What follows belongs to an exercise in optimizing a design on an open flow for small area, a short achievable clock period and few clock cycles per item; a production flow would make more cautious choices. At most, simulation tests tie the RTL to the original design; equivalence was not proved.

==> flow/design.v (excerpt) <==
module act_requant_pipe #(
   parameter int LANES    = 4,
   parameter int IN_W     = 24,
   parameter int OUT_W    = 8,
   parameter int DQ_SHIFT = 13,
   parameter int RQ_SHIFT = 8,
   parameter int LEN_W    = 16
) (
   input  logic                clk,
   input  logic                rst,
   input  logic                start,
   input  logic [1:0]          cfg_mode,
   input  logic [IN_W-1:0]     cfg_bias,
   input  logic [7:0]          cfg_dq_scale,
   input  logic [7:0]          cfg_rq_scale,
   input  logic [LEN_W-1:0]    cfg_len,
   input  logic                in_valid,
   output logic                in_ready,
   input  logic [LANES*IN_W-1:0] in_data,
   output logic                out_valid,
   input  logic                out_ready,
   output logic [LANES*OUT_W-1:0] out_data,
   output logic                out_last,
   output logic                busy,
   output logic                done,
   output logic [15:0]         sat_cnt
);
   localparam int X_W = IN_W + 1;           
   localparam int P_W = X_W + 8;            
   localparam int D_W = P_W - DQ_SHIFT;     
   localparam int Y_W = 17;                 
   localparam int Q_W = Y_W + 8;            
   logic                   busy_r, done_r, rem_nz;
   logic [LEN_W-1:0]       in_rem;
   logic [1:0]             mode;
   logic [IN_W-1:0]        bias_r;
   logic                   v1, v2, v3, v4, v5, l1, l2, l3, l4, l5, o_v, o_l, s_v, s_l;
   logic                   en, acc, in_fire, in_last, pop, push;
   logic [IN_W-1:0]        bias_e;
   logic [LANES*10-1:0]    r_c, o_d, s_d;
   function automatic logic [12:0] booth8(input logic [7:0] b);
      logic [9:0] e;
      logic [3:0] one, two, neg;
      e = {1'b0, b, 1'b0};
      for (int i = 0; i < 4; i++) begin
         one[i] = e[2*i+1] ^ e[2*i];
         two[i] = (e[2*i+2] & ~e[2*i+1] & ~e[2*i]) | (~e[2*i+2] & e[2*i+1] & e[2*i]);
         neg[i] = e[2*i+2];
      end
      booth8 = {b[7], neg, two, one};
   endfunction
   assign en = !s_v;
   assign acc = busy_r ? rem_nz : start && cfg_len != '0;
   assign in_ready = en && (!busy_r || rem_nz);
   assign in_fire = in_valid && en && acc;
   assign in_last = busy_r ? in_rem == LEN_W'(1) : cfg_len == LEN_W'(1);
   assign bias_e = busy_r ? bias_r : cfg_bias;
   assign pop = o_v && out_ready;
   assign push = en && v5;
   assign out_valid = o_v;
  ...
clock: 13.0 ns
lec_check: 0
cap_margin: 20
core_margin: 2
core_utilization: 40
setup_slack_margin: 5
slew_margin: 20
synth_hierarchical: 1
synth_minimum_keep_size: 0
standard.sh (not shown) runs the stock make flow with config.mk's settings and CLKGATE_MAP_FILE= SYNTH_SCRIPT=/design/flow/synth_recipe.tcl, a recipe that flattens the netlist after the stock synthesis.
==> flow/flow/run.sh <==
#!/bin/bash
cp standard.sh standard.sh.txt
sed -e 's/SETUP_SLACK_MARGIN=[-0-9.]*/SETUP_SLACK_MARGIN=7.5/' standard.sh > standard_margin.sh
export BUFFER_PORTS_ARGS="-buffer_cell sky130_fd_sc_hd__buf_4"
bash standard_margin.sh > standard.log 2>&1
The baseline ran to the end with no violations.
Testbench counts at the start, summed over its fixed seeds: cycles 14,501, beats 13,349.
Edit:
--- a/flow/design.v
+++ b/flow/design.v
@@ -60,15 +60,20 @@
    assign out_valid = o_v;
    assign out_last = o_l;
    assign busy = busy_r;
    assign done = done_r || (pop && o_l);
    for (genvar i = 0; i < LANES; i++) begin : g_lane
       logic [X_W-1:0] s1_x;
+      localparam bit DQ_IDLE = i % 2 == 1;
+      localparam bit DQ_RST = i >= LANES / 2;
       logic [12:0]    dq_l, rq_l;
       always_ff @(posedge clk) begin
-         if (!busy_r && start) begin
+         if (DQ_RST && rst) begin
+            dq_l <= '0;
+            rq_l <= '0;
+         end else if (!busy_r && (DQ_IDLE || start)) begin
             dq_l <= booth8(cfg_dq_scale);
             rq_l <= booth8(cfg_rq_scale);
          end
       end
       logic [D_W-1:0] s2_d;
       logic [21:0]    s3_w;
After rerunning: Cell count went up by a few percent. Setup slack improved by 5.1 ps. Hold slack barely changes. Utilization went down by 0.11 points. Clock-buffer cell count went up by 8.
Function not checked in the second run of this note: the RTL went through the layout flow alone.

[afterwards: timing with drivers on the ports]
The flow's constraints put no driver on any port. The routed layouts listed below were extracted and timed again, unchanged, in two steps.
Step 1 sets driving cells, clkbuf_16 on the clock port and buf_2 on the other inputs (assumed; they add their load-dependent delay and slew).
Step 2, shift: input delay + t, output delay - t, t = (earliest + latest rising clock arrival at the registers) / 2. This alone moves slack from input paths to output paths.
Three values: no drivers, after step 1, after step 2; two values: the first two.
run	t (ns)	setup WS [ns]	hold WS [ns]	cell pins on the clock port's net
the first run	0.768	7.373 / 7.332 / 6.927	0.417 / 0.417 / 0.417	1
the second run	0.788	7.378 / 7.340 / 6.887	0.418 / 0.418 / 0.418	1
After both steps setup and hold are still met in every run listed. For the second run, which loses most, drivers alone change the setup slack by -0.038 ns; drivers and shift together by -0.491 ns.
